Context: an optimization exercise on an open-source flow, tuned for small area, a short achievable clock period and few clock cycles. The choices shown serve that exercise and are no tape-out recipe.
The RTL was checked by simulation tests, not by an equivalence proof against the original design.
Power figures rest on the tool's default switching activity, not on a simulated workload.

$ cat design/flow/config.mk
export PLATFORM = sky130hd
export DESIGN_NAME = conv_top
export DESIGN_NICKNAME = conv_top
export VERILOG_FILES = /design/flow/design.v
export SDC_FILE = /design/flow/constraint.sdc
export NUM_CORES = 4
export LEC_CHECK = 0
export CAP_MARGIN = 20
export CORE_MARGIN = 2
export CORE_UTILIZATION = 40
export SLEW_MARGIN = 20
$ cat design/flow/constraint.sdc
create_clock -name core_clock -period 12.5 [get_ports {clk}]
set_input_delay 2.5000 -clock core_clock [delete_from_list [all_inputs] [get_ports {clk}]]
set_output_delay 2.5000 -clock core_clock [all_outputs]
set_load 0.01 [all_outputs]
$ cat design/flow/design.v
package conv_dp_pkg;
    localparam int img_w  = 8;
    localparam int img_h  = 8;
    localparam int k_size = 3;
    localparam int n_taps = k_size * k_size;
    localparam int col_w  = $clog2(img_w);
    localparam int row_w  = $clog2(img_h);
    localparam int pix_w   = 8;
    localparam int wt_w    = 2;
    localparam int scale_w = 8;
    localparam int sum_w   = 13;  
    localparam int res_w   = 21;
    localparam int n_pix = img_w * img_h;
    localparam int n_res = (img_w - k_size + 1) * (img_h - k_size + 1);
    localparam logic [wt_w-1:0] wt_pos = 2'b01;
    localparam logic [wt_w-1:0] wt_neg = 2'b11;
    typedef logic [$clog2(n_pix)-1:0] pix_addr_t;
    typedef logic [5:0]               res_addr_t;
    typedef struct packed {
        logic             valid;
        logic             win_ok;  
        logic [pix_w-1:0] data;
    } pix_t;
    typedef struct packed {
        logic                         valid;
        logic [n_taps-1:0][pix_w-1:0] taps;  
    } win_t;
    typedef struct packed {
        logic                    valid;
        logic signed [res_w-1:0] data;
    } res_t;
    typedef struct packed {
        logic             en;
        pix_addr_t        addr;
        logic [pix_w-1:0] data;
    } feat_wr_t;
endpackage
package conv_cfg_pkg;
    localparam int apb_aw = 12;
    localparam int apb_dw = 32;
    localparam logic [apb_aw-1:0] addr_ctrl    = 12'h000;  
    localparam logic [apb_aw-1:0] addr_status  = 12'h004;  
    localparam logic [apb_aw-1:0] addr_weights = 12'h008;
    localparam logic [apb_aw-1:0] addr_scale   = 12'h00C;
    localparam logic [apb_aw-1:0] feat_base = 12'h100;
    localparam logic [apb_aw-1:0] res_base  = 12'h200;
    localparam int wt_bits = 18;  
    typedef struct packed {
        logic [wt_bits-1:0]              weights;
        logic [7:0]         scale;  
    } conv_cfg_t;
endpackage
module conv_regs (
    input  logic                             clk,
    input  logic                             rst_n,
    input  logic [conv_cfg_pkg::apb_aw-1:0]  paddr,
    input  logic                             psel,
    input  logic                             penable,
    input  logic                             pwrite,
    input  logic [conv_cfg_pkg::apb_dw-1:0]  pwdata,
    output logic [conv_cfg_pkg::apb_dw-1:0]  prdata,
    output logic                             pready,
    output logic                             pslverr,
    output conv_dp_pkg::feat_wr_t            feat_wr,
    output conv_cfg_pkg::conv_cfg_t          cfg,
    output logic                             start,
    input  conv_dp_pkg::res_t                res
);
    logic access;
    logic wr;
    logic hit_ctrl;
    logic hit_status;
    logic hit_weights;
    logic hit_scale;
    logic hit_feat;
    logic hit_res;
    logic mapped;
    conv_dp_pkg::pix_addr_t word_idx;
    logic busy;
    logic done;
    conv_dp_pkg::res_addr_t res_idx;
    logic signed [conv_dp_pkg::res_w-1:0] res_mem [conv_dp_pkg::n_res];
    assign access   = psel && penable;
    assign wr       = access && pwrite;
    assign word_idx = paddr[7:2];
    assign hit_ctrl    = (paddr == conv_cfg_pkg::addr_ctrl);
    assign hit_status  = (paddr == conv_cfg_pkg::addr_status);
    assign hit_weights = (paddr == conv_cfg_pkg::addr_weights);
    assign hit_scale   = (paddr == conv_cfg_pkg::addr_scale);
    assign hit_feat    = (paddr[11:8] == conv_cfg_pkg::feat_base[11:8]) && (paddr[1:0] == 2'b00);
    assign hit_res     = (paddr[11:8] == conv_cfg_pkg::res_base[11:8]) && (paddr[1:0] == 2'b00)
                         && (word_idx < conv_dp_pkg::pix_addr_t'(conv_dp_pkg::n_res));
    assign mapped  = hit_ctrl || hit_status || hit_weights || hit_scale || hit_feat || hit_res;
    assign pready  = 1'b1;  
    assign pslverr = access && (!mapped || (hit_res && pwrite));
    assign feat_wr.en   = wr && hit_feat && !busy;
    assign feat_wr.addr = word_idx;
    assign feat_wr.data = pwdata[conv_dp_pkg::pix_w-1:0];
    always_comb
    begin
        prdata = '0;
        if (hit_status)
            prdata[1:0] = {done, busy};
        else if (hit_weights)
            prdata[conv_cfg_pkg::wt_bits-1:0] = cfg.weights;
        else if (hit_scale)
            prdata[conv_dp_pkg::scale_w-1:0] = cfg.scale;
        else if (hit_res)
            prdata = {{(conv_cfg_pkg::apb_dw - conv_dp_pkg::res_w)
                         {res_mem[word_idx][conv_dp_pkg::res_w-1]}},
                      res_mem[word_idx]};
    end
    always_ff @(posedge clk or negedge rst_n)
    begin
        if (!rst_n)
        begin
            cfg     <= '0;
            start   <= 1'b0;
            busy    <= 1'b0;
            done    <= 1'b0;
            res_idx <= '0;
        end
        else
        begin
            start <= 1'b0;
            if (wr && hit_weights)
                cfg.weights <= pwdata[conv_cfg_pkg::wt_bits-1:0];
            if (wr && hit_scale)
                cfg.scale <= pwdata[conv_dp_pkg::scale_w-1:0];
            if (wr && hit_ctrl && pwdata[0] && !busy)
            begin
                start   <= 1'b1;
                busy    <= 1'b1;
                done    <= 1'b0;
                res_idx <= '0;
            end
            else if (res.valid)
            begin
                res_idx <= res_idx + 1'b1;
                if (res_idx == conv_dp_pkg::res_addr_t'(conv_dp_pkg::n_res - 1))
                begin
                    busy <= 1'b0;  
                    done <= 1'b1;
                end
            end
        end
    end
    always_ff @(posedge clk)
    begin
        if (res.valid)
            res_mem[res_idx] <= res.data;
    end
endmodule
module feature_scan (
    input  logic                  clk,
    input  logic                  rst_n,
    input  conv_dp_pkg::feat_wr_t feat_wr,
    input  logic                  start,
    output conv_dp_pkg::pix_t     pix
);
    logic [conv_dp_pkg::pix_w-1:0] mem [conv_dp_pkg::n_pix];
    conv_dp_pkg::pix_addr_t          rd_cnt;
    logic                            running;
    logic [conv_dp_pkg::row_w-1:0]   rd_row;
    logic [conv_dp_pkg::col_w-1:0]   rd_col;
    logic                            pix_valid;
    logic                            pix_win_ok;
    logic [conv_dp_pkg::pix_w-1:0]   pix_data;
    assign rd_col = rd_cnt[conv_dp_pkg::col_w-1:0];
    assign rd_row = rd_cnt[conv_dp_pkg::col_w +: conv_dp_pkg::row_w];
    always_ff @(posedge clk)
    begin
        if (feat_wr.en)
            mem[feat_wr.addr] <= feat_wr.data;
        pix_data <= mem[rd_cnt];  
    end
    always_ff @(posedge clk or negedge rst_n)
    begin
        if (!rst_n)
        begin
            rd_cnt     <= '0;
            running    <= 1'b0;
            pix_valid  <= 1'b0;
            pix_win_ok <= 1'b0;
        end
        else if (start || running)
        begin
            rd_cnt     <= rd_cnt + 1'b1;  
            running    <= (rd_cnt != conv_dp_pkg::pix_addr_t'(conv_dp_pkg::n_pix - 1));
            pix_valid  <= 1'b1;
            pix_win_ok <= (int'(rd_row) >= conv_dp_pkg::k_size - 1)
                          && (int'(rd_col) >= conv_dp_pkg::k_size - 1);
        end
        else
        begin
            pix_valid  <= 1'b0;
            pix_win_ok <= 1'b0;
        end
    end
    assign pix.valid = pix_valid;
    assign pix.win_ok = pix_win_ok;
    assign pix.data = pix_data;
endmodule
module window_buffer (
    input  logic              clk,
    input  logic              rst_n,
    input  conv_dp_pkg::pix_t pix,
    output conv_dp_pkg::win_t win
);
    logic [conv_dp_pkg::pix_w-1:0] line_buf [2][conv_dp_pkg::img_w];
    logic [conv_dp_pkg::pix_w-1:0] row_in [conv_dp_pkg::k_size];
    logic [conv_dp_pkg::n_taps-1:0][conv_dp_pkg::pix_w-1:0] taps;
    logic win_valid;
    always_comb
    begin
        row_in[0] = line_buf[1][conv_dp_pkg::img_w-1];
        row_in[1] = line_buf[0][conv_dp_pkg::img_w-1];
        row_in[2] = pix.data;  
    end
    always_ff @(posedge clk)
    begin
        if (pix.valid)
        begin
            line_buf[0][0] <= pix.data;
            line_buf[1][0] <= line_buf[0][conv_dp_pkg::img_w-1];
            for (int b = 0; b < 2; b++)
            begin
                for (int n = 1; n < conv_dp_pkg::img_w; n++)
                    line_buf[b][n] <= line_buf[b][n-1];
            end
            for (int i = 0; i < conv_dp_pkg::k_size; i++)
            begin
                for (int j = 0; j < conv_dp_pkg::k_size - 1; j++)
                    taps[i*conv_dp_pkg::k_size + j] <= taps[i*conv_dp_pkg::k_size + j + 1];
                taps[i*conv_dp_pkg::k_size + conv_dp_pkg::k_size - 1] <= row_in[i];
            end
        end
    end
    always_ff @(posedge clk or negedge rst_n)
    begin
        if (!rst_n)
            win_valid <= 1'b0;
        else
            win_valid <= pix.valid && pix.win_ok;
    end
    assign win.valid = win_valid;
    assign win.taps = taps;
endmodule
module ternary_mac (
    input  logic                    clk,
    input  logic                    rst_n,
    input  conv_dp_pkg::win_t       win,
    input  conv_cfg_pkg::conv_cfg_t cfg,
    output conv_dp_pkg::res_t       res
);
    logic signed [conv_dp_pkg::sum_w-1:0] acc;
    logic signed [conv_dp_pkg::sum_w-1:0] s1_sum;
    logic                                 s1_valid;
    logic signed [conv_dp_pkg::res_w-1:0] res_data;
    logic                                 res_valid;
    always_comb
    begin
        acc = '0;
        for (int n = 0; n < conv_dp_pkg::n_taps; n++)
        begin
            case (cfg.weights[n*conv_dp_pkg::wt_w +: conv_dp_pkg::wt_w])
                conv_dp_pkg::wt_pos:
                    acc = acc + {{(conv_dp_pkg::sum_w - conv_dp_pkg::pix_w){1'b0}}, win.taps[n]};
                conv_dp_pkg::wt_neg:
                    acc = acc - {{(conv_dp_pkg::sum_w - conv_dp_pkg::pix_w){1'b0}}, win.taps[n]};
                default:
                    acc = acc;  
            endcase
        end
    end
    always_ff @(posedge clk)
    begin
        s1_sum <= acc;
        res_data <= s1_sum * $signed({1'b0, cfg.scale});
    end
    always_ff @(posedge clk or negedge rst_n)
    begin
        if (!rst_n)
        begin
            s1_valid  <= 1'b0;
            res_valid <= 1'b0;
        end
        else
        begin
            s1_valid  <= win.valid;
            res_valid <= s1_valid;
        end
    end
    assign res.valid = res_valid;
    assign res.data = res_data;
endmodule
module conv_top (
    input  logic                             clk,
    input  logic                             rst_n,
    input  logic [conv_cfg_pkg::apb_aw-1:0]  paddr,
    input  logic                             psel,
    input  logic                             penable,
    input  logic                             pwrite,
    input  logic [conv_cfg_pkg::apb_dw-1:0]  pwdata,
    output logic [conv_cfg_pkg::apb_dw-1:0]  prdata,
    output logic                             pready,
    output logic                             pslverr
);
    conv_dp_pkg::feat_wr_t   feat_wr;
    conv_cfg_pkg::conv_cfg_t cfg;
    logic                    start;
    conv_dp_pkg::pix_t       pix;
    conv_dp_pkg::win_t       win;
    conv_dp_pkg::res_t       res;
    conv_regs u_regs (
        .clk     (clk),
        .rst_n   (rst_n),
        .paddr   (paddr),
        .psel    (psel),
        .penable (penable),
        .pwrite  (pwrite),
        .pwdata  (pwdata),
        .prdata  (prdata),
        .pready  (pready),
        .pslverr (pslverr),
        .feat_wr (feat_wr),
        .cfg     (cfg),
        .start   (start),
        .res     (res)
    );
    feature_scan u_scan (.clk(clk), .rst_n(rst_n), .feat_wr(feat_wr), .start(start), .pix(pix));
    window_buffer u_win (.clk(clk), .rst_n(rst_n), .pix(pix), .win(win));
    ternary_mac u_mac (.clk(clk), .rst_n(rst_n), .win(win), .cfg(cfg), .res(res));
endmodule
$ cat design/flow/run.sh
#!/bin/bash
# synth_recipe.tcl (not shown) runs the flow's synth.tcl, then flattens the netlist and writes it again
# the make line also repeats each setting of config.mk as NAME=value (left out here)
make -C /OpenROAD-flow-scripts/flow DESIGN_CONFIG=/design/flow/config.mk WORK_HOME=/design/flow/orfs CLKGATE_MAP_FILE= SYNTH_SCRIPT=/design/flow/synth_recipe.tcl finish
==> run_results.csv <==
group,metric,value,unit
worst_hold_path,hold_start,"u_mac.s1_valid",
cts,cts_tree,"done",
finish,synthToLayoutAreaGrowth,12.7,%
finish,drive_gt1_share,20.1,%
cts,clkTransAtPathRegs,0.06,ns
place,port_buffers,67,
place,placed_area,0.0705,mm^2
global_route,grt-ovfl-total,0,
sta,tightest_slew,1.07,ns
drt,drtIter0Drc,3140,
global_route,antenna_found_initial,1,
drt,highest_layer,"met4",
worst_setup_path,reg2reg_to,"u_mac.s1_sum[12]",
drt,via_count,34576,
worst_setup_path,end_kind,"register",
cts,clock_path_buffers,3,
worst_hold_path,hold_end,"u_mac.res_valid",
synth,synth_area,0.0670,mm^2
finish,nNetsFinal,4336,
synth,ys_types,92,
sta,layout_setup_ws,0.770,ns
place,place_congestion,0.831,
synth,netlist.top_cell.by_area,"edfxtp_1",
synth,avgSynthCellArea,17.2,um^2
worst_setup_path,critPathMaxStageDelay,0.47,ns
sta,grt_setup_unrepaired,"no",
drt,antenna_left,0,
synth,yosys_most_used_dff,"edfxtp_1",
sta,drv_slew,0,
cts,clk_latency,0.79,ns
power_and_ir_drop,switching_share,20.5,%
finish,fill_cells,14219,
die,start_util,40.2,%
cts,cts.sinks,1509,
power_and_ir_drop,pwr-share-seq,53.6,%
synth,synth.top_cell.area_share,63.6,%
power_and_ir_drop,vdd_ir_drop_max,0.122,mV
drt,wl_per_cell,24.3,um
sta,max_freq,0.0853,GHz
synth,synthTopCellsByArea,"edfxtp_1, mux4_2, ha_1, fa_1, dfrtp_1",
cts,cts_root_buf,"clkbuf_16",
synth,synth_edf_count,1420,
synth,ys_seq_area_share,66.6,%
power_and_ir_drop,combinationalPowerShare,2.2,%
power_and_ir_drop,p_int,8.13,mW
place,dp_hpwl,94.0,mm
worst_setup_path,crit_type,"register to register",
job,drv_cap,0,
global_route,grt_pass1_wl,228,mm
global_route,groute.usage.overall,18.2,%
synth,synth-seq-cells,1509,
worst_setup_path,path_max_fanout,7,
sta,fin_skew,0.0409,ns
finish,postLayoutCellArea,0.0755,mm^2
die,coreArea,0.167,mm^2
cts,cts-htree-levels,4,
die,die_y,413,um
worst_setup_path,r2r_start,"u_win.taps[0]",
global_route,grt_max_degree,138,
die,rows,150,
place,place_ws,0.290,ns
worst_hold_path,hold_class,"register to register",
worst_setup_path,required,13.18,ns
sta,period_needed,11.73,ns
global_route,grt_pass1_vias,34799,
drt,routed_wl,155,mm
sta,max_slew_margin,28.3,%
die,ios,83,
power_and_ir_drop,pwr_density_cell,135,mW/mm^2
drt,drc_errors,0,
synth,async_flop_share,3.11,%
drt,wl_met3,8.48,mm
synth,yosysWarningCount,6,
drt,wl_met2,75.8,mm
worst_setup_path,r2r_slack,0.77,ns
sta,fin_crit_sh,93.8,%
synth,syn_nets,4185,
worst_setup_path,cp_common_cell,"ha_1",
synth,netlist_instances,3900,
die,die-width,413,um
sta,finalHoldViolations,0,
drt,met1_length,67.6,mm
worst_setup_path,critical_path.slowest_cell,"xor3_1",
die,die-area,0.171,mm^2
sta,setup_viol,0,
run_status,status,"complete, no violations",
worst_setup_path,critPathLaunchType,"register",
drt,firstDrtPassIters,5,
power_and_ir_drop,pwr-share-clk,44.2,%
cts,cts-buffers-inserted,155,
worst_hold_path,holdPathStages,0,
drt,avgViaCountPerCell,5.42,
power_and_ir_drop,power_switching,2.09,mW
sta,finalSetupTns,0,ns
power_and_ir_drop,p_leak,25.2,nW
worst_setup_path,reg2regPathDepth,53,
worst_setup_path,crit_arrival,12.41,ns
power groups by stage:
stage               Clock (mW)  Combinational [mW]  Sequential [mW]
floorplan                    0               0.133             5.59
global placement             0               0.225             5.59
detailed placement           0               0.227             5.59
CTS                       4.63               0.228             5.48
global route              4.81               0.242             5.48
finish                    4.52               0.223             5.48
per-layer routing:
layer / up-vias / track usage [%]
li1: 15440 / -
met1: 18009 / 25.2
met2: 928 / 29.9
met3: 199 / 3.21
met4: 0 / 4.58
met5: - / 0
how the worst max path moves through the flow:
stage	endpoint	slack [ns]	start
final	u_mac.s1_sum[12]	0.77	u_win.taps[0]
after global routing	u_mac.s1_sum[12]	0.003	u_win.taps[0]
after CTS	u_mac.s1_sum[12]	0.23	u_win.taps[0]
after detailed placement	u_mac.s1_sum[12]	0.29	u_win.taps[0]
after global placement	u_mac.s1_sum[12]	0.31	u_win.taps[0]
after floorplan	u_mac.s1_sum[12]	1.62	u_regs.cfg[10]
cell usage in the layout (no fill, tap or decap), types with 17 or more instances in the layout:
cell | netlist | routed
edfxtp_1 | 1420 | 1420
mux4_2 | 375 | 375
nor2_1 | 240 | 204
inv_1 | 203 | 203
nand2_1 | 168 | 168
clkbuf_16 | 0 | 160
ha_1 | 146 | 145
o21ai_0 | 134 | 132
a21oi_1 | 111 | 109
buf_4 | 12 | 94
fa_1 | 90 | 90
and2_1 | 89 | 89
xnor2_1 | 86 | 86
mux2i_1 | 73 | 73
xor2_1 | 56 | 56
clkdlybuf4s50_1 | 0 | 53
mux2_2 | 51 | 51
dfrtp_1 | 47 | 42
dfxtp_1 | 42 | 38
nor2_2 | 0 | 36
nand2b_1 | 34 | 34
nor2b_1 | 32 | 31
clkbuf_1 | 96 | 30
a21o_1 | 28 | 28
clkinv_1 | 2 | 27
nor3_1 | 25 | 25
nand3_1 | 23 | 23
clkinv_2 | 0 | 21
o21a_1 | 20 | 20
o31ai_1 | 18 | 18
or3_1 | 17 | 17
sequential cells by signal, indices dropped and copies added, names as in the netlist, 6 cells and up:
register / cells
u_scan.mem: 512
u_scan.rd_cnt: 6
u_regs.res_idx: 6
u_mac.res_data: 21
u_win.taps: 29
u_scan.pix_data: 8
u_regs.res_mem: 756
u_mac.s1_sum: 13
u_regs.cfg: 26
u_win.line_buf: 123
worst max-delay path: cells and delay by family (launching register included):
family	cells	cell delay (ns)
AOI/OAI and AO/OA	15	3.05
adders and majority gates	9	2.81
and+or+nand+nor	12	2.44
xor gates and xnor gates	9	1.72
muxes	4	0.85
DFF	1	0.42
buffers and inverters	4	0.32
timing repair:
item	CTS	global route
setup buffers	0	0
gates resized for setup	0	20
setup endpoints to repair	0	1
hold buffers	0	0
cells in the mapped netlist, types with 7 or more instances:
cell,instances
a21boi_0,19
a21o_1,28
a21oi_1,111
a31oi_1,12
and2_1,89
and3_1,13
buf_1,49
buf_4,12
buf_6,8
clkbuf_1,96
dfrtp_1,47
dfxtp_1,42
edfxtp_1,1420
fa_1,90
ha_1,146
inv_1,203
mux2_2,51
mux2i_1,73
mux4_2,375
nand2_1,168
nand2b_1,34
nand3_1,23
nand3b_1,10
nand4_1,7
nor2_1,240
nor2b_1,32
nor3_1,25
nor4_1,11
o21a_1,20
o21ai_0,134
o22ai_1,15
o31ai_1,18
o41ai_1,14
or2_2,7
or3_1,17
xnor2_1,86
xor2_1,56
per-stage QoR:
stage,hold slack (ns),instances,power (mW),utilization (%)
after global routing,0.370,6373,10.5,45.3
after CTS,0.365,6373,10.3,45.2
final,0.363,6374,10.2,45.3
after detailed placement,0.358,6098,5.82,42.3
after global placement,0.336,6098,5.82,42.3
after floorplan,0.331,3900,5.72,-
cell families (layout without fill, tap and decap cells):
group | count (synthesis) | in the layout | share of synthesized area, %
AO/OA/AOI/OAI | 437 | 437 | 4.14
buffers and inverters | 374 | 643 | 2.27
XOR/XNOR | 145 | 145 | 1.95
adder cells (fa/ha/maj) | 236 | 236 | 5.41
AND/OR/NAND/NOR | 698 | 698 | 5.01
other | 1 | 2 | 0.00560
flip-flops | 1509 | 1509 | 66.6
multiplexers | 500 | 500 | 14.6
cell type report:
type	count	area, um^2	area share [%]
well taps	2204	2760	3.65
clock inverters	84	817	1.08
diodes	1	2.50	0.00331
multi-input cells	2017	21000	27.8
repair buffers	162	1360	1.80
inverters	206	774	1.03
flip-flops and latches	1509	44700	59.1
clock buffers	191	4130	5.47
Testbench counts, summed over its fixed seeds: cycles 13,248.

afterwards: timing with drivers on the ports:
No port has a modelled driver above. Below, the same layout with a new extraction and two added sets of constraints. Step 1 assumes that a clkbuf_16 drives the clock port and a buf_2 every other input. Step 2 also shifts input and output timing later by t, the mid clock arrival at the registers, as if the neighbouring blocks saw the same clock. a / b / c = ideal ports / drivers / drivers and shift; a / b = the first two.
shift t [ns]: 0.855
slack for setup (ns): 0.770 / 0.770 / 0.770
clock arrival spread, ns: 0.042 / 0.042
worst slew at a driven data input, ns: 0.07
After both steps this run still meets setup and hold. The setup slack of this run moves by 0.000 ns with the drivers and by 0.000 ns with both steps.
